Source: an optimization exercise on an open RTL-to-GDS flow (aim: small area, a short achievable clock period and few clock cycles per item). Production flows keep margins and buffers that such runs may drop.
At most, simulation tests tie the RTL to the original design; equivalence was not proved.
The RTL of run 5 was laid out without a check of its function.
No activity file was given, so power comes from the tool's default toggle rates.

--- design/flow/flow/run.sh ---
#!/bin/bash
# Own layout flow: the standard ORFS flow, with these settings changed:
#  - the port buffers that global placement inserts on every input and output are buf_2
#    cells instead of the default delay-buffer cells;
#  - ABC sizes its gates for a 1 fF load, leaving upsizing to the timing repair;
#  - the adder-cell mapping step of synthesis is skipped (ADDER_MAP_FILE empty), so the adders
#    are mapped by ABC as plain gates. Registers and their names are those of the standard synthesis.
# Each tool's full output goes to the ORFS logs under orfs/logs; make's own output goes to
# flow_make.log in the folder this runs in.
set -euo pipefail
bash standard.sh "BUFFER_PORTS_ARGS=-buffer_cell sky130_fd_sc_hd__buf_2" "ADDER_MAP_FILE=" "ABC_LOAD_IN_FF=1" finish > flow_make.log 2>&1
--- design/flow/standard.sh ---
#!/bin/bash
# synth_recipe.tcl (not shown) runs the flow's synth.tcl, then flattens the netlist and writes it again
# the make line also repeats each setting of config.mk as NAME=value (left out here)
make -C /OpenROAD-flow-scripts/flow DESIGN_CONFIG=/design/flow/config.mk WORK_HOME=/design/flow/orfs CLKGATE_MAP_FILE= SYNTH_SCRIPT=/design/flow/synth_recipe.tcl "${@:-finish}"
--- design/flow/config.mk ---
export PLATFORM = sky130hd
export DESIGN_NAME = fc2_bias_adder
export DESIGN_NICKNAME = fc2_bias_adder
export VERILOG_FILES = /design/flow/design.v
export SDC_FILE = /design/flow/constraint.sdc
export NUM_CORES = 4
export LEC_CHECK = 0
export CAP_MARGIN = 20
export CORE_AREA = 5 5 555 555
export DIE_AREA = 0 0 560 560
export PLACE_DENSITY = 0.35
export SETUP_SLACK_MARGIN = 2.5
export SLEW_MARGIN = 20
export SYNTH_HIERARCHICAL = 1
export SYNTH_MINIMUM_KEEP_SIZE = 0
--- design/flow/constraint.sdc ---
create_clock -name core_clock -period 5.0 [get_ports {clk}]
set_input_delay 1.0000 -clock core_clock [delete_from_list [all_inputs] [get_ports {clk}]]
set_output_delay 1.0000 -clock core_clock [all_outputs]
set_load 0.01 [all_outputs]
--- design/flow/design.v ---
package fc2_bias_adder_pkg;
    localparam int FC2_N_LANE  = 16;
    localparam int FC2_N_BATCH = 2;
    localparam int FC2_W_BIAS  = 34;
    localparam int FC2_W_ACC   = 34;
    localparam int FC2_W_OUT   = 32;
    localparam int FC2_W_ADDR  = 1;
    typedef logic [1:0] state_t;
    localparam state_t S_FETCH = 2'd0;
    localparam state_t S_LATCH = 2'd1;
    localparam state_t S_WAIT  = 2'd2;
    localparam state_t S_OUT   = 2'd3;
endpackage
module fc2_bias_sat_add
#(
    parameter int W_A = fc2_bias_adder_pkg::FC2_W_ACC,
    parameter int W_B = fc2_bias_adder_pkg::FC2_W_BIAS,
    parameter int W_O = fc2_bias_adder_pkg::FC2_W_OUT
) (
    input  logic [W_A-1:0] acc,
    input  logic [W_B-1:0] bias,
    output logic [W_O-1:0] sum_sat
);
    localparam int W_S = ((W_A > W_B) ? W_A : W_B) + 1;
    localparam int W_L = W_O - 1;            
    localparam int W_H = W_S - 1 - W_L;      
    function automatic integer n_levels;
        input integer n;
        integer i;
        begin
            n_levels = 0;
            for (i = 0; i < 31; i = i + 1) if ((1 << i) < n) n_levels = i + 1;
        end
    endfunction
    localparam int N_LV = n_levels(W_L);
    function automatic integer pfx_pol;
        input integer i;
        input integer k;
        integer n, l;
        begin
            n = 1;
            for (l = 0; l < k; l = l + 1) n = n + ((i >> l) & 1);
            pfx_pol = n & 1;
        end
    endfunction
    logic [W_S-2:0] a, b;
    assign a = (W_S-1)'($signed(acc));
    assign b = (W_S-1)'($signed(bias));
    logic [W_L-1:0] p0;
    assign p0 = a[W_L-1:0] ^ b[W_L-1:0];
    logic [W_L-1:0] gl [0:N_LV];
    logic [W_L-1:0] tl [0:N_LV];
    assign gl[0] = ~(a[W_L-1:0] & b[W_L-1:0]);
    assign tl[0] = ~(a[W_L-1:0] | b[W_L-1:0]);
    for (genvar k = 0; k < N_LV; k++) begin : g_lv
        for (genvar i = 0; i < W_L; i++) begin : g_bit
            if (((i >> k) & 1) == 1) begin : g_op
                localparam int J = ((i >> k) << k) - 1;
                localparam int NT = (i < (2 << k)) ? 0 : 1;
                fc2_pfx_op #(
                    .HP (pfx_pol(i, k)),
                    .LP (pfx_pol(J, k)),
                    .NT (NT)
                ) u_op (
                    .g_hi (gl[k][i]),
                    .t_hi (tl[k][i]),
                    .g_lo (gl[k][J]),
                    .t_lo (tl[k][J]),
                    .g    (gl[k+1][i]),
                    .t    (tl[k+1][i])
                );
            end else begin : g_pass
                assign gl[k+1][i] = gl[k][i];
                assign tl[k+1][i] = tl[k][i];
            end
        end
    end
    function automatic logic [W_L-1:0] cpol_mask;
        input integer unused;
        integer i;
        begin
            cpol_mask = '0;
            for (i = 1; i < W_L; i = i + 1) cpol_mask[i] = pfx_pol(i - 1, N_LV);
        end
    endfunction
    localparam logic [W_L-1:0] CPOL = cpol_mask(0);
    logic [W_L:0] c;
    assign c[0] = 1'b0;
    for (genvar i = 0; i < W_L - 1; i++) begin : g_carry
        assign c[i+1] = gl[N_LV][i];
    end
    assign c[W_L] = pfx_pol(W_L - 1, N_LV) ? ~gl[N_LV][W_L-1] : gl[N_LV][W_L-1];
    logic sign0, sign1, ovf0, ovf1;
    fc2_bias_hi #(
        .W_H (W_H)
    ) u_hi (
        .a_hi  (a[W_S-2:W_L]),
        .b_hi  (b[W_S-2:W_L]),
        .sign0 (sign0),
        .sign1 (sign1),
        .ovf0  (ovf0),
        .ovf1  (ovf1)
    );
    fc2_bias_clamp #(
        .W_L  (W_L),
        .CPOL (CPOL)
    ) u_clamp (
        .p       (p0),
        .c       (c[W_L-1:0]),
        .c_hi    (c[W_L]),
        .sign0   (sign0),
        .sign1   (sign1),
        .ovf0    (ovf0),
        .ovf1    (ovf1),
        .sum_sat (sum_sat)
    );
endmodule
module fc2_pfx_op
#(
    parameter int HP = 0,
    parameter int LP = 0,
    parameter int NT = 1
) (
    input  logic g_hi,
    input  logic t_hi,
    input  logic g_lo,
    input  logic t_lo,
    output logic g,
    output logic t
);
    logic gh, th, glo, tlo, gt, tt;
    assign gh  = HP ? ~g_hi : g_hi;
    assign th  = HP ? ~t_hi : t_hi;
    assign glo = LP ? ~g_lo : g_lo;
    assign tlo = LP ? ~t_lo : t_lo;
    assign gt  = gh | (th & glo);
    assign tt  = th & tlo;
    assign g   = HP ? gt : ~gt;
    assign t   = (NT == 0) ? 1'b0 : (HP ? tt : ~tt);
endmodule
module fc2_bias_hi
#(
    parameter int W_H = 3
) (
    input  logic [W_H-1:0] a_hi,
    input  logic [W_H-1:0] b_hi,
    output logic           sign0,
    output logic           sign1,
    output logic           ovf0,
    output logic           ovf1
);
    logic signed [W_H:0] h0, h1;
    assign h0 = (W_H+1)'($signed(a_hi)) + (W_H+1)'($signed(b_hi));
    assign h1 = h0 + 1'b1;
    assign ovf0  = !((&h0) || !(|h0));
    assign ovf1  = !((&h1) || !(|h1));
    assign sign0 = h0[W_H];
    assign sign1 = h1[W_H];
endmodule
module fc2_bias_clamp
#(
    parameter int W_L = 31,
    parameter logic [W_L-1:0] CPOL = '0
) (
    input  logic [W_L-1:0] p,
    input  logic [W_L-1:0] c,
    input  logic           c_hi,
    input  logic           sign0,
    input  logic           sign1,
    input  logic           ovf0,
    input  logic           ovf1,
    output logic [W_L:0]   sum_sat
);
    logic sign, ovf;
    assign sign = c_hi ? sign1 : sign0;
    assign ovf  = c_hi ? ovf1 : ovf0;
    assign sum_sat = {sign, ovf ? {W_L{~sign}} : (p ^ c ^ CPOL)};
endmodule
module fc2_bias_adder
#(
    parameter int N_LANE  = fc2_bias_adder_pkg::FC2_N_LANE,
    parameter int N_BATCH = fc2_bias_adder_pkg::FC2_N_BATCH,
    parameter int W_BIAS  = fc2_bias_adder_pkg::FC2_W_BIAS,
    parameter int W_ACC   = fc2_bias_adder_pkg::FC2_W_ACC,
    parameter int W_OUT   = fc2_bias_adder_pkg::FC2_W_OUT,
    parameter int W_ADDR  = fc2_bias_adder_pkg::FC2_W_ADDR
) (
    input  logic                      clk,
    input  logic                      rstn,
    input  logic                      flush,
    output logic [W_ADDR-1:0]         rom_aa,
    output logic                      rom_cena,
    input  logic [N_LANE*W_BIAS-1:0]  rom_qa,
    input  logic                      acc_valid,
    output logic                      acc_ready,
    input  logic [N_LANE*W_ACC-1:0]   acc_data,
    output logic                      out_valid,
    input  logic                      out_ready,
    output logic [N_LANE*W_OUT-1:0]   out_data,
    output logic                      out_last
);
    logic [W_ADDR-1:0]  batch_cnt;   
    logic               rom_ok;      
    logic               ok_idle;     
    logic [W_ADDR-1:0]  rom_aa_q;
    logic [W_ADDR-1:0]  cnt_nxt, inc_nxt, aa_nxt;
    logic               ov_nxt, ok_nxt;
    logic               is_last;
    logic               load;        
    logic               acc_hs;
    logic [N_LANE*W_OUT-1:0] sat_sum;
    assign is_last   = (batch_cnt == W_ADDR'(N_BATCH - 1));
    assign load      = !out_valid || out_ready;
    assign acc_ready = ok_idle || (rom_ok && out_ready);
    assign acc_hs    = acc_valid && acc_ready && !flush;
    assign rom_aa   = rom_aa_q;
    assign rom_cena = 1'b0;
    always_comb begin
        if (flush)       cnt_nxt = '0;
        else if (acc_hs) cnt_nxt = is_last ? '0 : batch_cnt + 1'b1;
        else             cnt_nxt = batch_cnt;
        if (flush)          ov_nxt = 1'b0;
        else if (acc_hs)    ov_nxt = 1'b1;
        else if (out_ready) ov_nxt = 1'b0;
        else                ov_nxt = out_valid;
        inc_nxt = (cnt_nxt == W_ADDR'(N_BATCH - 1)) ? '0 : cnt_nxt + 1'b1;
        ok_nxt  = (rom_aa_q == cnt_nxt);
        aa_nxt  = ok_nxt ? inc_nxt : cnt_nxt;
    end
    for (genvar i = 0; i < N_LANE; i++) begin : g_lane
        fc2_bias_sat_add #(
            .W_A (W_ACC),
            .W_B (W_BIAS),
            .W_O (W_OUT)
        ) u_sat_add (
            .acc     (acc_data[(N_LANE-1-i)*W_ACC +: W_ACC]),
            .bias    (rom_qa[(N_LANE-1-i)*W_BIAS +: W_BIAS]),
            .sum_sat (sat_sum[(N_LANE-1-i)*W_OUT +: W_OUT])
        );
    end
    always_ff @(posedge clk or negedge rstn) begin
        if (!rstn) begin
            batch_cnt <= '0;
            rom_ok    <= 1'b0;
            ok_idle   <= 1'b0;
            rom_aa_q  <= '0;
            out_valid <= 1'b0;
        end else begin
            batch_cnt <= cnt_nxt;
            rom_ok    <= ok_nxt;
            ok_idle   <= ok_nxt && !ov_nxt;
            rom_aa_q  <= aa_nxt;
            out_valid <= ov_nxt;
        end
    end
    always_ff @(posedge clk) begin
        if (load) begin
            out_data <= sat_sum;
            out_last <= is_last;
        end
    end
endmodule
==> summary.md, run 1 <==
| Metric | Value |
|---|---|
| CTS clk-pin slew, worst paths | 0.06 ns |
| Placed wire-length estimate | 236,000 µm |
| Global route total overflow | 0 |
| Crit Reg-Reg Endpoint | out_data[27] |
| Sink Count | 518 |
| CTS tree | yes |
| Reg2Reg Depth | 3 |
| Critical Path Fanout Max | 3 |
| CP Class | reg -> out |
| Area Growth Syn to Fin | 39.7% |
| Row Count | 202 |
| Tcrit/Tclk final | 53.4% |
| Critical Path, Cell by Cell | buf_2 |
| Worst reg2reg setup slack | 2.83 ns |
| Core area | 302,000 µm² |
| Final hold vios | 0 |
| Unrepaired setup endpoints after global routing | yes |
| Vias in the first global route | 47,700 |
| Iter 0 DRT Violations | 3,323 |
| Initial antenna violation count | 324 |
| Worst min path class | in -> reg |
| Die Y | 560 µm |
| Critical path startpoint category | flip-flop |
| Final cell count without fillers | 11,900 |
| Fill count | 33,700 |
| Vias | 51,300 |
| Final setup fails | 0 |
| Fmax | 0.374 GHz |
| Residual DRC count | 0 |
| CTS root buf | clkbuf_16 |
| Ys Warns | 12 |
| Syn Std Cell Area | 47,600 µm² |
| Vias per Instance | 4.30 |
| Die area | 314,000 µm² |
| Max_cap viols | 0 |
| Slew @ Worst Pin | 1.07 ns |
| GRT Util Overall | 16.9% |
| Port-buffer cells | 1,608 |
| Post-Route WL | 284,000 µm |
| GPL Wtd Cong | 0.920 |
| Footprint of the multi-input gates | 30,400 µm² |
| Final ANT Viol Nets | 0 |
| Data arrival, critical path | 1.67 ns |
| Leakage | 28.6 nW |
| TritonCTS Buffers | 84 |
| Final setup margin | 2.33 ns |
| CTS max path bufs | 4 |
| Slew Viols, Final | 0 |
| Status | no timing/DRC/antenna violations |
| CP max stage delay | 0.67 ns |
| Layout cells sized above 1 | 30.7% |
| Post-Syn Instances | 6,030 |
| Register area | 15,500 µm² |
| Worst hold stages | 2 |
| Total Power | 21.5 mW |
| Inst Count DP | 11,600 |
| CP bufs+invs | 1 |
| Crit path time final | 2.67 ns |
| Delay-heaviest family, CP | flip-flops |
| CP max-delay cell | edfxtp_1 |
| Pin count of the biggest net entering global routing | 81 |
| Ports | 1,610 |
| Final nets | 8,904 |
| Die W | 560 µm |
| Worst Setup End Kind | primary output |
| First-pass iteration count of the detailed router | 6 |
| Peak VDD IR | 0.221 mV |
| Start of the worst register-to-register path | out_valid |
| Worst-Skew Late Latency | 0.80 ns |
| Avg WL per Cell | 23.8 µm |
| Rel. slew slack | 28.4% |
| Initial Utilization | 15.8% |
| Worst Clk Skew | 0.0415 ns |
| Avg Cell Area, Syn | 7.90 µm² |
| Post-synthesis net count | 7,123 |
| WP data required | 4.00 ns |
| Pre-CTS WS | 0.838 ns |
| Hold_sp | flush |
| Power Dens Cells | 322 nW/µm² |
| WHS Endpoint | batch_cnt |
| # H-tree levels | 3 |
| First-pass GRT wire length | 381,000 µm |
-- routing by layer --
metal	GRT usage (%)	up-vias	wire [µm]	part of all wire (%)
met2	26.9	1984	126000	44
met3	6.95	689	27700	9.8
met5	0	-	1210	0.43
met1	21.0	24100	119000	42
met4	4.84	182	9980	3.5
li1	-	24400	-	-
-- worst max-delay path by stage --
stage                              from       endpoint  slack, ns  cells after the start
after CTS                 out_data[283]  out_data[283]       2.10                      1
final                     out_data[283]  out_data[283]       2.33                      1
after global routing      out_data[283]  out_data[283]       2.12                      1
after detailed placement  acc_data[340]  out_data[322]       0.84                     12
after floorplan               out_ready        ok_idle      -0.21                      3
after global placement    acc_data[340]  out_data[340]       0.87                     12
-- power breakdown --
part / leakage (nW) / total [mW] / internal, mW / switching, mW
Combinational: 21.6 / 8.50 / 3.33 / 5.17
Sequential: 5.55 / 6.66 / 6.15 / 0.509
Clock: 1.37 / 6.29 / 3.79 / 2.50
Total: 28.6 / 21.5 / 13.3 / 8.19
-- through the flow --
stage / hold WS [ns] / area, µm² / setup TNS [ns] / util [%]
2_1_floorplan: 0.526 / 48200 / -24.85 / -
3_3_place_gp: 0.550 / 60600 / 0 / 20.1
3_5_place_dp: 0.576 / 60600 / 0 / 20.1
4_1_cts: 0.415 / 64600 / 0 / 21.4
5_1_grt: 0.475 / 66500 / 0 / 22.0
6_report: 0.513 / 66600 / 0 / 22.0
-- cell usage in the layout (no fill, tap or decap), types with 19 or more instances in the layout --
master,n
buf_2,1569
xor2_1,736
nor2_1,687
o21ai_1,645
nand2_1,637
edfxtp_1,513
inv_1,512
o211ai_1,496
a21oi_1,415
xnor2_1,272
nor2b_1,207
buf_4,193
nand2b_1,96
clkbuf_16,89
nor2_2,88
diode_2,78
a21oi_2,67
buf_6,54
o21ai_2,53
a21oi_4,32
mux2_4,29
nor2_4,28
buf_12,24
o21ai_4,22
nand2_2,19
-- flip-flops by register name, indices dropped and copies added (netlist names) --
register / count
out_valid: 1
rom_ok: 1
ok_idle: 1
batch_cnt: 1
rom_aa_q: 1
out_last: 1
out_data: 512
-- final cells by class --
class,count,area share (%)
antenna,78,0.293
clock buffer,93,3.21
clock inverter,54,0.985
inverter,531,3.00
multi-input combinational,4822,45.7
sequential,518,23.3
tap,3978,7.48
timing repair buffer,1853,16.0
timing repair inverter,1,0.0113
-- timing repair --
item                                   in CTS  in global routing
cloned                                     14                 11
pin swaps                                  35                 84
endpoints found under the hold margin       5                  0
buffers inserted                           44                 81
gates resized for setup                   195                262
hold buffers                                1                  0
setup endpoints to repair                 550                515
Testbench counts, summed over its fixed seeds: cycles 9,616, items 9,600.
==> run 2: changes to the inputs <==
--- a/design/flow/config.mk
+++ b/design/flow/config.mk
@@ -9,5 +9,4 @@
 export CORE_AREA = 5 5 555 555
 export DIE_AREA = 0 0 560 560
-export PLACE_DENSITY = 0.35
 export SETUP_SLACK_MARGIN = 2.5
 export SLEW_MARGIN = 20
==> run 2 against run 1 <==
Net effect:
- setup slack better by 0.11 ns
- register-to-register slack worse by 0.09 ns
- critical path depth up 10
- hold slack lost 0.038 ns
- synthesized cell count did not move
- area after synthesis unchanged
- cell count grew 0.15%
- die area stayed put
- sequential share of layout area grew 0.17 points
- fmax is 4.4% higher
- largest cell class unchanged
- highest routed layer unchanged
==> summary.md, run 2 <==
| Metric | Value |
|---|---|
| Syn Std Cell Area | 47,600 µm² |
| Slew @ Worst Pin | 1.06 ns |
| Final ANT Viol Nets | 0 |
| Unrepaired setup endpoints after global routing | yes |
| Max reg flops | 512 |
| CTS clk-pin slew, worst paths | 0.06 ns |
| Worst hold slack | 0.475 ns |
| Worst min path class | in -> reg |
| Fmax | 0.391 GHz |
| Leakage | 28.2 nW |
| Die Y | 560 µm |
| Iter 0 DRT Violations | 4,873 |
| Tcrit/Tclk final | 51.2% |
| Worst-Skew Late Latency | 0.79 ns |
| Avg Cell Area, Syn | 7.90 µm² |
| Die area | 314,000 µm² |
| CTS max path bufs | 4 |
| Avg WL per Cell | 23.3 µm |
| Reg2Reg Depth | 2 |
| CP Class | in -> reg |
| Pint | 12.6 mW |
| Vias in the first global route | 46,100 |
| Crit path time final | 2.56 ns |
| Sw frac | 38.5% |
| Sequential power share | 31.9% |
| Post-Route WL | 278,000 µm |
| Pin count of the biggest net entering global routing | 76 |
| Power Dens Cells | 311 nW/µm² |
| Slew Viols, Final | 0 |
| Post-Syn Instances | 6,030 |
| Worst Clk Skew | 0.0450 ns |
| Area Growth Syn to Fin | 38.8% |
| Fill count | 33,600 |
| Placed wire-length estimate | 233,000 µm |
| Port-buffer cells | 1,608 |
| Data arrival, critical path | 3.04 ns |
| Clock network power share | 27.1% |
| Most frequent cells in the layout | buf_2 (1,579), xor2_1 (734), nor2_1 (702) |
| Initial antenna violation count | 321 |
| Vias | 52,000 |
| First-pass GRT wire length | 364,000 µm |
| TritonCTS Buffers | 76 |
| Global route total overflow | 0 |
| Worst Setup End Kind | flip-flop |
| Final setup fails | 0 |
| Critical path startpoint category | input pin |
| Layout cells sized above 1 | 30.3% |
| # H-tree levels | 3 |
| Final hold vios | 0 |
| Total Power | 20.5 mW |
| Status | no timing/DRC/antenna violations |
| Row Count | 202 |
| CTS tree | yes |
| GRT Util Overall | 16.3% |
| CTS root buf | clkbuf_16 |
| Max_cap viols | 0 |
| Rel. slew slack | 29.5% |
| GPL Wtd Cong | 1.04 |
| Final nets | 8,883 |
| Largest Register | out_data |
| Ports | 1,610 |
| Initial Utilization | 15.8% |
| Die W | 560 µm |
| WP data required | 5.49 ns |
| Sw Pwr | 7.91 mW |
| Vias per Instance | 4.35 |
| Comb pwr share | 41.0% |
| Worst hold stages | 2 |
| Post-synthesis net count | 7,123 |
| Commonest non-fill, non-tap cell in the layout | buf_2 |
| Core area | 302,000 µm² |
| Ys Warns | 12 |
| Residual DRC count | 0 |
| Critical Path Fanout Max | 5 |
| Peak VDD IR | 0.251 mV |
| Sink Count | 518 |
| First-pass iteration count of the detailed router | 6 |
==> run 2: area by class of cell <==
cell class	instances	area, µm²	share of cell area [%]
timing repair inverter	1	7.51	0.0114
clock buffer	86	1940	2.94
timing repair buffer	1831	10300	15.6
antenna	125	313	0.473
sequential	518	15500	23.5
multi-input combinational	4831	30500	46.2
clock inverter	45	502	0.759
inverter	531	2000	3.02
tap	3978	4980	7.53
==> run 2: final timing paths <==
kind                          startpoint       endpoint  slack, ns
max                        acc_data[282]  out_data[266]       2.44
min                                flush      batch_cnt       0.47
max reg2reg                    out_valid  out_data[307]       2.74
min reg2reg                     rom_aa_q       rom_aa_q       0.62
max in group asynchronous           rstn       rom_aa_q       4.19
min in group asynchronous           rstn        ok_idle       0.62
==> run 2: critical path, stage by stage <==
cell,delay [ns]
buf_2,0.12
nor2_2,0.05
nor2_1,0.21
nand2_1,0.25
nor2_1,0.25
a21oi_4,0.09
inv_1,0.07
a21oi_2,0.05
inv_2,0.11
mux2_4,0.38
o211ai_1,0.45
==> run 2: routing by layer <==
layer / part of all wire (%) / GRT usage, % / vias up / wire length, µm
met5: 0.37 / 0 / - / 1030
met1: 40 / 20.1 / 24000 / 110000
li1: - / - / 24400 / -
met4: 5.7 / 8.03 / 150 / 15800
met3: 13 / 7.21 / 745 / 35500
met2: 41 / 24.0 / 2683 / 115000
==> run 2: repair_timing <==
action / 4_1_cts / 5_1_grt
hold buffers: 1 / 0
pin swaps: 38 / 88
gates resized for setup: 174 / 259
gates cloned: 9 / 24
setup endpoints to repair: 526 / 506
endpoints found under the hold margin: 5 / 0
setup buffers: 41 / 74
==> run 2: power groups by stage <==
stage | clock network (mW) | logic, mW | registers, mW
finish | 5.56 | 8.42 | 6.55
global route | 5.92 | 9.07 | 6.64
CTS | 5.77 | 8.03 | 6.56
detailed placement | 0 | 7.76 | 6.62
global placement | 0 | 7.69 | 6.63
floorplan | 0 | 3.89 | 7.11
==> run 2: per-stage QoR <==
step	cell area (µm²)	util [%]	setup slack [ns]	cells	setup TNS, ns
after global routing	65900	21.8	2.40	11900	0
after CTS	64000	21.2	2.39	11700	0
after detailed placement	60400	20.0	0.676	11500	0
after global placement	60400	20.0	0.692	11500	0
after floorplan	48200	-	-0.212	6030	-24.85
final	66100	21.9	2.44	11900	0
==> run 3: changes to the inputs <==
--- a/design/flow/design.v
+++ b/design/flow/design.v
@@ -51,4 +51,10 @@
     logic [W_L-1:0] gl [0:N_LV];
     logic [W_L-1:0] tl [0:N_LV];
+    logic [W_L-1:0] gln [0:N_LV];
+    logic [W_L-1:0] tln [0:N_LV];
+    for (genvar k = 0; k <= N_LV; k++) begin : g_inv
+        assign gln[k] = ~gl[k];
+        assign tln[k] = ~tl[k];
+    end
     assign gl[0] = ~(a[W_L-1:0] & b[W_L-1:0]);
     assign tl[0] = ~(a[W_L-1:0] | b[W_L-1:0]);
@@ -58,13 +64,15 @@
                 localparam int J = ((i >> k) << k) - 1;
                 localparam int NT = (i < (2 << k)) ? 0 : 1;
+                localparam int HPI = pfx_pol(i, k);
+                localparam int LPI = pfx_pol(J, k);
                 fc2_pfx_op #(
-                    .HP (pfx_pol(i, k)),
-                    .LP (pfx_pol(J, k)),
+                    .HP (HPI),
+                    .LP (HPI),
                     .NT (NT)
                 ) u_op (
                     .g_hi (gl[k][i]),
                     .t_hi (tl[k][i]),
-                    .g_lo (gl[k][J]),
-                    .t_lo (tl[k][J]),
+                    .g_lo ((HPI == LPI) ? gl[k][J] : gln[k][J]),
+                    .t_lo ((HPI == LPI) ? tl[k][J] : tln[k][J]),
                     .g    (gl[k+1][i]),
                     .t    (tl[k+1][i])
--- a/design/flow/config.mk
+++ b/design/flow/config.mk
@@ -9,4 +9,5 @@
 export CORE_AREA = 5 5 555 555
 export DIE_AREA = 0 0 560 560
+export PLACE_DENSITY = 0.8
 export SETUP_SLACK_MARGIN = 2.5
 export SLEW_MARGIN = 20
==> run 3 against run 2 <==
Net effect:
- core utilization down 0.12 points
- non-clock buffer count down 10
- synthesized cell count down 1.6%
- global-route usage up 1.9 points
- setup slack worse by 0.044 ns
- die area unchanged
- via count up 3.9%
- sequential power up 2%
==> summary.md, run 3 <==
| Metric | Value |
|---|---|
| Leakage | 27.8 nW |
| Final setup fails | 0 |
| Row Count | 202 |
| Core area | 302,000 µm² |
| Worst-Skew Late Latency | 0.77 ns |
| Ports | 1,610 |
| Post-Syn Instances | 5,934 |
| Final nets | 8,777 |
| Commonest non-fill, non-tap cell in the layout | buf_2 |
| First-pass GRT wire length | 397,000 µm |
| CTS max path bufs | 4 |
| Final core utilization | 21.8% |
| Critical Path, Cell by Cell | buf_2 -> nand2_1 -> o21ai_4 -> a21oi_2 -> o21ai_4 -> buf_12 -> a21oi_4 -> clkinv_4 -> a21oi_4 -> clkinv_4 -> or3b_4 -> buf_12 -> o211ai_1 |
| Ys Warns | 16 |
| Pin count of the biggest net entering global routing | 85 |
| Fmax | 0.384 GHz |
| Largest Register | out_data |
| Unrepaired setup endpoints after global routing | yes |
| CP max stage delay | 0.45 ns |
| Rel. slew slack | 34.0% |
| Critical Path Fanout Max | 20 |
| Placed wire-length estimate | 265,000 µm |
| Die W | 560 µm |
| Initial antenna violation count | 391 |
| First-pass iteration count of the detailed router | 6 |
| Layout cells sized above 1 | 31.9% |
| Vias in the first global route | 46,800 |
| Global route total overflow | 0 |
| Max reg flops | 512 |
| Max_cap viols | 0 |
| Inst Count DP | 11,400 |
| TritonCTS Buffers | 76 |
| Worst min path class | in -> reg |
| CTS root buf | clkbuf_16 |
| Most frequent cells in the layout | buf_2 (1,572), nor2_1 (835), xor2_1 (736) |
| WP data required | 5.57 ns |
| Final ANT Viol Nets | 0 |
| Worst Setup End Kind | flip-flop |
| CTS tree | yes |
| Peak VDD IR | 0.266 mV |
| Power Dens Cells | 319 nW/µm² |
| Residual DRC count | 0 |
| Avg WL per Cell | 26.1 µm |
| Fill count | 33,200 |
| Slew Viols, Final | 0 |
| Slew @ Worst Pin | 0.983 ns |
| Pre-CTS WS | 0.440 ns |
| Post-Route WL | 311,000 µm |
| CTS clk-pin slew, worst paths | 0.05 ns |
| Tcrit/Tclk final | 52.0% |
| Data arrival, critical path | 3.17 ns |
| # H-tree levels | 3 |
| Post-synthesis net count | 7,027 |
| CP max-delay cell | or3b_4 |
| Crit path time final | 2.60 ns |
| GPL Wtd Cong | 1.20 |
| Die area | 314,000 µm² |
| Final cell count without fillers | 11,900 |
| Final hold vios | 0 |
| Syn Std Cell Area | 46,600 µm² |
| Vias per Instance | 4.54 |
| CP Class | in -> reg |
| Final setup margin | 2.40 ns |
| Sink Count | 518 |
| Worst reg2reg setup slack | 2.78 ns |
| Avg Cell Area, Syn | 7.85 µm² |
| GRT Util Overall | 18.2% |
| Port-buffer cells | 1,608 |
| Initial Utilization | 15.4% |
| Setup TNS | 0 ns |
| Area Growth Syn to Fin | 41.1% |
| Worst Clk Skew | 0.0439 ns |
| Vias | 54,100 |
| Status | no timing/DRC/antenna violations |
| Die Y | 560 µm |
| Critical path startpoint category | input pin |
| Iter 0 DRT Violations | 5,442 |
run 3: changes by cell type in the layout (fill, tap and decap cells not counted), sizes merged, moves of 3 or more:
| cell | before | now |
|---|---|---|
| nand2 | 657 | 753 |
| inv | 536 | 435 |
| buf | 1826 | 1818 |
| or3b | 26 | 21 |
| clkinv | 29 | 32 |
| nor2 | 803 | 979 |
| nand2b | 97 | 1 |
| mux2 | 49 | 54 |
| diode | 125 | 177 |
| nor2b | 209 | 33 |
run 3: report_power, final:
group	internal (mW)	leakage (nW)	switching, mW
Clock	3.35	1.23	2.33
Combinational	3.24	21.0	5.37
Sequential	6.15	5.55	0.548
run 3: through the flow:
stage,area (µm²),hold WS (ns),total power [mW]
CTS,63200,0.380,20.7
finish,65700,0.486,21.0
global placement,59300,0.547,14.4
detailed placement,59400,0.571,14.5
global route,65400,0.431,22.0
floorplan,47300,0.526,10.9
run 3: area by class of cell:
type | count | area, µm² | area share (%)
clock inverters | 48 | 559 | 0.851
well taps | 3978 | 4980 | 7.57
repair buffers | 1821 | 10300 | 15.6
clock buffers | 86 | 1960 | 2.98
multi-input cells | 4832 | 30300 | 46.1
diodes | 177 | 443 | 0.674
inverters | 435 | 1690 | 2.57
flip-flops and latches | 518 | 15500 | 23.6
run 3: per-layer routing:
metal  vias up  share of wire [%]  GRT usage, %
li1      24300                  -             -
met1     24900                 37          21.6
met2      3565                 40          26.5
met3      1018                 16          10.6
met4       222                5.6          8.12
met5         -               0.49         0.473
run 3: what timing repair did:
item,CTS,global route
buffers inserted,57,79
hold buffers,1,0
endpoints found under the hold margin,5,0
gates resized for setup,166,342
gates cloned,12,18
setup endpoints to repair,542,517
pin swaps,47,100
run 3: worst paths after layout:
kind	from	end	cells after the start
max	acc_data[174]	out_data[181]	13
min	flush	batch_cnt	2
max reg2reg	out_valid	out_data[21]	3
min reg2reg	rom_aa_q	rom_aa_q	1
max in group asynchronous	rstn	rom_aa_q	2
min in group asynchronous	rstn	batch_cnt	2
run 3: critical path, delay by kind of cell:
kind	cells	cell delay, ns
AOI/OAI and AO/OA	6	0.88
and+or+nand+nor	2	0.58
buffers and inverters	5	0.68
Testbench counts of run 3, summed over its fixed seeds: cycles 9,616, items 9,600.
==> run 4: changes to the inputs <==
--- a/design/flow/config.mk
+++ b/design/flow/config.mk
@@ -9,5 +9,4 @@
 export CORE_AREA = 5 5 555 555
 export DIE_AREA = 0 0 560 560
-export PLACE_DENSITY = 0.8
 export SETUP_SLACK_MARGIN = 2.5
 export SLEW_MARGIN = 20
==> run 4 against run 3 <==
Net effect:
- clock skew shrank 0.0081 ns
- clock power is essentially flat
- synthesized cell count unchanged
- area after synthesis did not move
- critical endpoint is now out_data[45]
==> summary.md, run 4 <==
| Metric | Value |
|---|---|
| Critical path startpoint category | input pin |
| Rel. slew slack | 36.9% |
| Ports | 1,610 |
| Slew @ Worst Pin | 0.938 ns |
| TritonCTS Buffers | 78 |
| Inst Count DP | 11,400 |
| Crit path time final | 2.73 ns |
| Sequential power share | 31.9% |
| Leakage | 27.8 nW |
| Core area | 302,000 µm² |
| Post-Route WL | 277,000 µm |
| Final setup margin | 2.27 ns |
| Vias in the first global route | 45,600 |
| CTS clk-pin slew, worst paths | 0.06 ns |
| Area Growth Syn to Fin | 40.6% |
| Sink Count | 518 |
| Pin count of the biggest net entering global routing | 91 |
| Port-buffer cells | 1,608 |
| Unrepaired setup endpoints after global routing | yes |
| CTS max path bufs | 4 |
| Vias | 51,500 |
| Initial Utilization | 15.4% |
| Vias per Instance | 4.35 |
| Critical Path Fanout Max | 7 |
| Worst Clk Skew | 0.0358 ns |
| Power Dens Cells | 315 nW/µm² |
| Max reg flops | 512 |
| Ys Warns | 16 |
| Post-Syn Instances | 5,934 |
| Commonest non-fill, non-tap cell in the layout | buf_2 |
| CP max stage delay | 0.45 ns |
| Critical Path, Cell by Cell | buf_8 -> nor2_4 -> o21ai_4 -> a21oi_4 -> o21ai_4 -> a21oi_4 -> clkinv_4 -> a21oi_4 -> inv_4 -> mux2_4 -> o211ai_1 |
| First-pass GRT wire length | 361,000 µm |
| CTS root buf | clkbuf_16 |
| Iter 0 DRT Violations | 4,179 |
| Fmax | 0.366 GHz |
| Final ANT Viol Nets | 0 |
| # H-tree levels | 3 |
| Peak VDD IR | 0.258 mV |
| GPL Wtd Cong | 1.06 |
| Global route total overflow | 0 |
| Row Count | 202 |
| Max_cap viols | 0 |
| Slew Viols, Final | 0 |
| Initial antenna violation count | 307 |
| Sw Pwr | 7.93 mW |
| Worst-Skew Late Latency | 0.77 ns |
| Pre-CTS WS | 0.500 ns |
| Die W | 560 µm |
| Die area | 314,000 µm² |
| Worst hold slack | 0.524 ns |
| Placed wire-length estimate | 234,000 µm |
| GRT Util Overall | 16.2% |
| Setup TNS | 0 ns |
| Pint | 12.7 mW |
| Avg WL per Cell | 23.5 µm |
| Worst Setup End Kind | flip-flop |
| Comb pwr share | 40.6% |
| Status | no timing/DRC/antenna violations |
| CP Class | in -> reg |
| Die Y | 560 µm |
| Most used cell, CP | a21oi_4 |
| Final cell count without fillers | 11,800 |
| Final hold vios | 0 |
| First-pass iteration count of the detailed router | 6 |
| Tcrit/Tclk final | 54.7% |
| Largest Register | out_data |
| CTS tree | yes |
| Clock network power share | 27.5% |
| Final nets | 8,796 |
| Post-synthesis net count | 7,027 |
| Residual DRC count | 0 |
| Final setup fails | 0 |
| Worst min path class | in -> reg |
| WP data required | 5.51 ns |
| Most frequent cells in the layout | buf_2 (1,564), nor2_1 (836), xor2_1 (736) |
| Avg Cell Area, Syn | 7.85 µm² |
| CP max-delay cell | o211ai_1 |
| Data arrival, critical path | 3.24 ns |
| Sw frac | 38.4% |
| Final core utilization | 21.7% |
| Syn Std Cell Area | 46,600 µm² |
| Layout cells sized above 1 | 31.9% |
run 4: worst max-delay path, delay by kind of cell:
family	cells	cell delay, ns
simple gates	1	0.13
buf+inv	3	0.35
mux	1	0.40
compound gates	6	1.33
run 4: area by class of cell:
cell class / instances / area, µm²
antenna: 88 / 220
clock buffer: 88 / 1990
clock inverter: 46 / 504
fill: 33600 / 237000
inverter: 435 / 1690
multi-input combinational: 4832 / 30200
sequential: 518 / 15500
tap: 3978 / 4980
timing repair buffer: 1838 / 10400
run 4: what timing repair did:
action | in CTS | in global routing
endpoints found under the hold margin | 5 | 0
hold buffers | 1 | 0
buffers inserted | 50 | 97
gates resized for setup | 186 | 316
cloned | 13 | 18
pin swaps | 45 | 109
endpoints found under the setup margin | 538 | 474
run 4: worst paths after layout:
| kind | slack, ns | startpoint | cells after the start | endpoint |
|---|---|---|---|---|
| worst max-delay path | 2.27 | acc_data[35] | 11 | out_data[45] |
| worst min-delay path | 0.52 | flush | 2 | batch_cnt |
| worst max register to register | 2.80 | out_valid | 3 | out_data[325] |
| worst min register to register | 0.58 | rom_aa_q | 1 | rom_aa_q |
| max in group asynchronous | 4.22 | rstn | 2 | ok_idle |
| min in group asynchronous | 0.65 | rstn | 2 | batch_cnt |
run 4: per-layer routing:
layer	vias to the layer above	track usage [%]	wire, µm
li1	24200	-	-
met1	23700	19.9	111000
met2	2586	24.6	117000
met3	754	7.83	37300
met4	196	5.78	11100
met5	-	0	1340
run 4: power by group through the flow:
stage,sequential (mW),combinational (mW),clock [mW]
after floorplan,7.11,3.84,0
after global placement,6.67,7.59,0
after detailed placement,6.67,7.65,0
after CTS,6.61,7.98,5.89
after global routing,6.67,9.02,6.04
final,6.58,8.38,5.68
run 4: through the flow:
step,cell area [µm²],total power [mW]
after floorplan,47300,10.9
after global placement,59400,14.3
after detailed placement,59400,14.3
after CTS,63200,20.5
after global routing,65400,21.7
final,65500,20.6
==> run 5: changes to the inputs <==
--- a/design/flow/design.v
+++ b/design/flow/design.v
@@ -51,10 +51,4 @@
     logic [W_L-1:0] gl [0:N_LV];
     logic [W_L-1:0] tl [0:N_LV];
-    logic [W_L-1:0] gln [0:N_LV];
-    logic [W_L-1:0] tln [0:N_LV];
-    for (genvar k = 0; k <= N_LV; k++) begin : g_inv
-        assign gln[k] = ~gl[k];
-        assign tln[k] = ~tl[k];
-    end
     assign gl[0] = ~(a[W_L-1:0] & b[W_L-1:0]);
     assign tl[0] = ~(a[W_L-1:0] | b[W_L-1:0]);
@@ -64,15 +58,13 @@
                 localparam int J = ((i >> k) << k) - 1;
                 localparam int NT = (i < (2 << k)) ? 0 : 1;
-                localparam int HPI = pfx_pol(i, k);
-                localparam int LPI = pfx_pol(J, k);
                 fc2_pfx_op #(
-                    .HP (HPI),
-                    .LP (HPI),
+                    .HP (pfx_pol(i, k)),
+                    .LP (pfx_pol(J, k)),
                     .NT (NT)
                 ) u_op (
                     .g_hi (gl[k][i]),
                     .t_hi (tl[k][i]),
-                    .g_lo ((HPI == LPI) ? gl[k][J] : gln[k][J]),
-                    .t_lo ((HPI == LPI) ? tl[k][J] : tln[k][J]),
+                    .g_lo (gl[k][J]),
+                    .t_lo (tl[k][J]),
                     .g    (gl[k+1][i]),
                     .t    (tl[k+1][i])
@@ -93,10 +85,10 @@
     endfunction
     localparam logic [W_L-1:0] CPOL = cpol_mask(0);
-    logic [W_L:0] c;
+    localparam int JT = (((W_L - 1) >> (N_LV - 1)) << (N_LV - 1)) - 1;
+    logic [W_L-1:0] c;
     assign c[0] = 1'b0;
     for (genvar i = 0; i < W_L - 1; i++) begin : g_carry
         assign c[i+1] = gl[N_LV][i];
     end
-    assign c[W_L] = pfx_pol(W_L - 1, N_LV) ? ~gl[N_LV][W_L-1] : gl[N_LV][W_L-1];
     logic sign0, sign1, ovf0, ovf1;
     fc2_bias_hi #(
@@ -112,9 +104,13 @@
     fc2_bias_clamp #(
         .W_L  (W_L),
-        .CPOL (CPOL)
+        .CPOL (CPOL),
+        .HP   (pfx_pol(W_L - 1, N_LV - 1)),
+        .LP   (pfx_pol(JT, N_LV - 1))
     ) u_clamp (
         .p       (p0),
-        .c       (c[W_L-1:0]),
-        .c_hi    (c[W_L]),
+        .c       (c),
+        .g_top   (gl[N_LV-1][W_L-1]),
+        .t_top   (tl[N_LV-1][W_L-1]),
+        .g_mid   (gl[N_LV-1][JT]),
         .sign0   (sign0),
         .sign1   (sign1),
@@ -169,9 +165,13 @@
 #(
     parameter int W_L = 31,
-    parameter logic [W_L-1:0] CPOL = '0
+    parameter logic [W_L-1:0] CPOL = '0,
+    parameter int HP = 0,
+    parameter int LP = 0
 ) (
     input  logic [W_L-1:0] p,
     input  logic [W_L-1:0] c,
-    input  logic           c_hi,
+    input  logic           g_top,
+    input  logic           t_top,
+    input  logic           g_mid,
     input  logic           sign0,
     input  logic           sign1,
@@ -180,5 +180,6 @@
     output logic [W_L:0]   sum_sat
 );
-    logic sign, ovf;
+    logic c_hi, sign, ovf;
+    assign c_hi = (HP ? ~g_top : g_top) | ((HP ? ~t_top : t_top) & (LP ? ~g_mid : g_mid));
     assign sign = c_hi ? sign1 : sign0;
     assign ovf  = c_hi ? ovf1 : ovf0;
==> design/flow/flow/run.sh (replaced) <==
#!/bin/bash
# Own layout flow: the standard ORFS flow, with these settings changed:
#  - the port buffers that global placement inserts on every input and output are buf_1
#    cells instead of the default delay-buffer cells;
#  - ABC sizes its gates for a 1 fF load, leaving upsizing to the timing repair;
#  - the adder-cell mapping step of synthesis is skipped (ADDER_MAP_FILE empty), so the adders
#    are mapped by ABC as plain gates. Registers and their names are those of the standard synthesis.
# Each tool's full output goes to the ORFS logs under orfs/logs; make's own output goes to
# flow_make.log in the folder this runs in.
set -euo pipefail
bash standard.sh "BUFFER_PORTS_ARGS=-buffer_cell sky130_fd_sc_hd__buf_1" "ADDER_MAP_FILE=" "ABC_LOAD_IN_FF=1" finish > flow_make.log 2>&1
--- a/design/flow/config.mk
+++ b/design/flow/config.mk
@@ -9,5 +9,5 @@
 export CORE_AREA = 5 5 555 555
 export DIE_AREA = 0 0 560 560
-export SETUP_SLACK_MARGIN = 2.5
+export SETUP_SLACK_MARGIN = 2.3
 export SLEW_MARGIN = 20
 export SYNTH_HIERARCHICAL = 1
==> run 5 against run 4 <==
Net effect:
- clock power rose by 3.7%
- still clean
- die area did not move
- clock-buffer cell count fell by 2
- area after synthesis rose by 9.3%
- combinational power rose by 14%
- synthesized cell count rose by 13%
- sequential power rose by 4.9%
- wire length rose by 11%
- core utilization rose by 1.1 points
- first-iteration DRC count rose by 33%
- non-clock buffer count rose by 54
- clock skew fell by 0.012 ns
==> summary.md, run 5 <==
| Metric | Value |
|---|---|
| Post-synthesis net count | 7,811 |
| Worst min path class | in -> async |
| Iter 0 DRT Violations | 5,546 |
| Slew Viols, Final | 0 |
| First-pass GRT wire length | 407,000 µm |
| Data arrival, critical path | 3.29 ns |
| WP data required | 5.50 ns |
| Die W | 560 µm |
| Row Count | 202 |
| CTS tree | yes |
| Start of the worst register-to-register path | out_valid |
| Vias per Instance | 4.60 |
| Inst Count DP | 12,200 |
| Max Used Layer | met5 |
| Commonest non-fill, non-tap cell in the layout | buf_1 |
| Area Growth Syn to Fin | 35.0% |
| CP Class | in -> reg |
| Peak VDD IR | 0.241 mV |
| WL met3 | 36,900 µm |
| Routed wl met2 | 135,000 µm |
| Leakage | 24.9 nW |
| Core area | 302,000 µm² |
| Vias in the first global route | 50,800 |
| Worst Setup End Kind | flip-flop |
| Post-Syn Instances | 6,718 |
| Final nets | 9,539 |
| Avg WL per Cell | 24.5 µm |
| TritonCTS Buffers | 75 |
| Placed wire-length estimate | 261,000 µm |
| Crit path time final | 2.79 ns |
| Syn Std Cell Area | 50,900 µm² |
| Max_cap viols | 0 |
| Final setup fails | 0 |
| Critical Path Fanout Max | 10 |
| Critical path startpoint category | input pin |
| Ys Warns | 12 |
| GPL Wtd Cong | 1.04 |
| Layout cells sized above 1 | 11.8% |
| Met1 Routed Length | 121,000 µm |
| Max reg flops | 512 |
| Global route total overflow | 0 |
| Worst-Skew Late Latency | 0.76 ns |
| Most frequent cells in the layout | buf_1 (1,571), nor2_1 (760), xor2_1 (750) |
| Largest Register | out_data |
| Initial antenna violation count | 233 |
| Unrepaired setup endpoints after global routing | yes |
| Port-buffer cells | 1,608 |
| Final hold vios | 0 |
| Reg2Reg Depth | 2 |
| Residual DRC count | 0 |
| GRT Util Overall | 18.2% |
| Final core utilization | 22.8% |
| Pin count of the biggest net entering global routing | 62 |
| Status | no timing/DRC/antenna violations |
| Final cell count without fillers | 12,500 |
| Worst Clk Skew | 0.0235 ns |
| Initial Utilization | 16.9% |
| Avg Cell Area, Syn | 7.58 µm² |
| Ports | 1,610 |
| Worst hold slack | 0.108 ns |
| Tcrit/Tclk final | 55.8% |
| Rel. slew slack | 35.3% |
| Die Y | 560 µm |
| # H-tree levels | 3 |
| CTS clk-pin slew, worst paths | 0.05 ns |
| CTS root buf | clkbuf_16 |
| Power Dens Cells | 325 nW/µm² |
| CP Launch Point | rom_qa[16] |
| First-pass iteration count of the detailed router | 6 |
| Fill count | 33,700 |
| Slew @ Worst Pin | 0.970 ns |
| Fmax | 0.358 GHz |
| Crit Reg-Reg Endpoint | out_data[383] |
| Worst reg2reg setup slack | 2.80 ns |
| Final ANT Viol Nets | 0 |
| Sink Count | 518 |
| Vias | 57,700 |
| Post-Route WL | 307,000 µm |
| Die area | 314,000 µm² |
| CTS max path bufs | 4 |
==> run 5: cell types whose count changed in the layout (fill, tap and decap cells not counted), sizes merged, moves of 80 or more <==
cell and delta:
o211ai -256, o21ai +275, nand2b +128, nor2 -160, a211oi +256, nor2b +235
nand2 -80, a21oi +240
==> run 5: timing repair <==
item,4_1_cts,5_1_grt
setup endpoints to repair,526,479
cloned,9,8
hold buffers,0,0
resized for setup,169,197
pin swaps,20,45
buffers inserted,53,93
==> run 5: how the worst max path moves through the flow <==
stage,endpoint,slack [ns],cells after the start
final,out_data[16],2.21,13
after global routing,out_data[502],2.23,11
after CTS,out_data[115],2.28,9
after detailed placement,out_data[138],0.89,9
after global placement,out_data[372],0.93,11
after floorplan,ok_idle,-0.21,3
==> run 5: area by class of cell <==
type | instances | area (µm²) | area share [%]
diodes | 57 | 143 | 0.208
multi-input cells | 5460 | 34800 | 50.7
inverters | 499 | 1870 | 2.72
flip-flops and latches | 518 | 15500 | 22.6
well taps | 3978 | 4980 | 7.24
clock buffers | 86 | 1940 | 2.82
clock inverters | 45 | 657 | 0.956
repair buffers | 1892 | 8800 | 12.8
==> run 5: through the flow <==
| step | instance area, µm² | total power, mW | setup WS [ns] | TNS [ns] |
|---|---|---|---|---|
| after floorplan | 52700 | 12.0 | -0.212 | -24.85 |
| after global placement | 62900 | 15.9 | 0.933 | 0 |
| final | 68700 | 22.3 | 2.21 | 0 |
| after detailed placement | 62900 | 15.9 | 0.886 | 0 |
| after global routing | 68700 | 23.5 | 2.23 | 0 |
| after CTS | 66700 | 22.2 | 2.28 | 0 |
==> run 5: where the power goes <==
group / internal (mW) / leakage (nW) / switching, mW
clock network: 3.61 / 1.25 / 2.28
registers: 6.25 / 5.41 / 0.643
logic: 3.30 / 18.2 / 6.25
total: 13.2 / 24.9 / 9.17
==> run 5: critical path, cell delays in order <==
cell and delay (ns):
buf_1 0.17, nand2_1 0.13, o21ai_4 0.20, a21oi_4 0.12
o21ai_2 0.14, buf_4 0.22, inv_1 0.06, o21ai_1 0.12
buf_4 0.23, nand2b_4 0.22, buf_4 0.18, o21ai_0 0.10
o211ai_1 0.38
==> run 5: metal layers <==
| metal | track usage [%] | vias to the layer above |
|---|---|---|
| li1 | - | 26800 |
| met1 | 22.2 | 27100 |
| met2 | 28.9 | 2864 |
| met3 | 7.47 | 703 |
| met4 | 5.99 | 178 |
| met5 | 0 | - |

[port drivers added, routing unchanged]
Ports are ideal in the flow. The routed layouts listed here were re-timed in OpenROAD. Step 1, drivers: a clkbuf_16 drives clk and a buf_2 each remaining input, both assumed. Step 2 adds t to the input delays and takes it off the output delays; t is the mean of the earliest and latest rising clock arrival at the registers after step 1. Input paths then give back, and output paths get back, about the clock's delay inside the block. a / b / c = no drivers / after step 1 / after step 2; a / b = the first two.
run	t, ns	setup WS [ns]	latest minus earliest clock arrival (ns)
run 1	0.855	2.329 / 2.246 / 1.513	0.063 / 0.063
run 2	0.850	2.442 / 2.329 / 1.479	0.060 / 0.060
run 3	0.828	2.399 / 2.124 / 1.296	0.049 / 0.049
run 4	0.830	2.267 / 2.248 / 1.418	0.037 / 0.037
run 5	0.825	2.210 / 2.102 / 1.277	0.034 / 0.033
After both steps setup and hold are still met in every run listed. The setup slack of run 3, which loses most, moves by -0.275 ns with the drivers and by -1.103 ns with both steps.
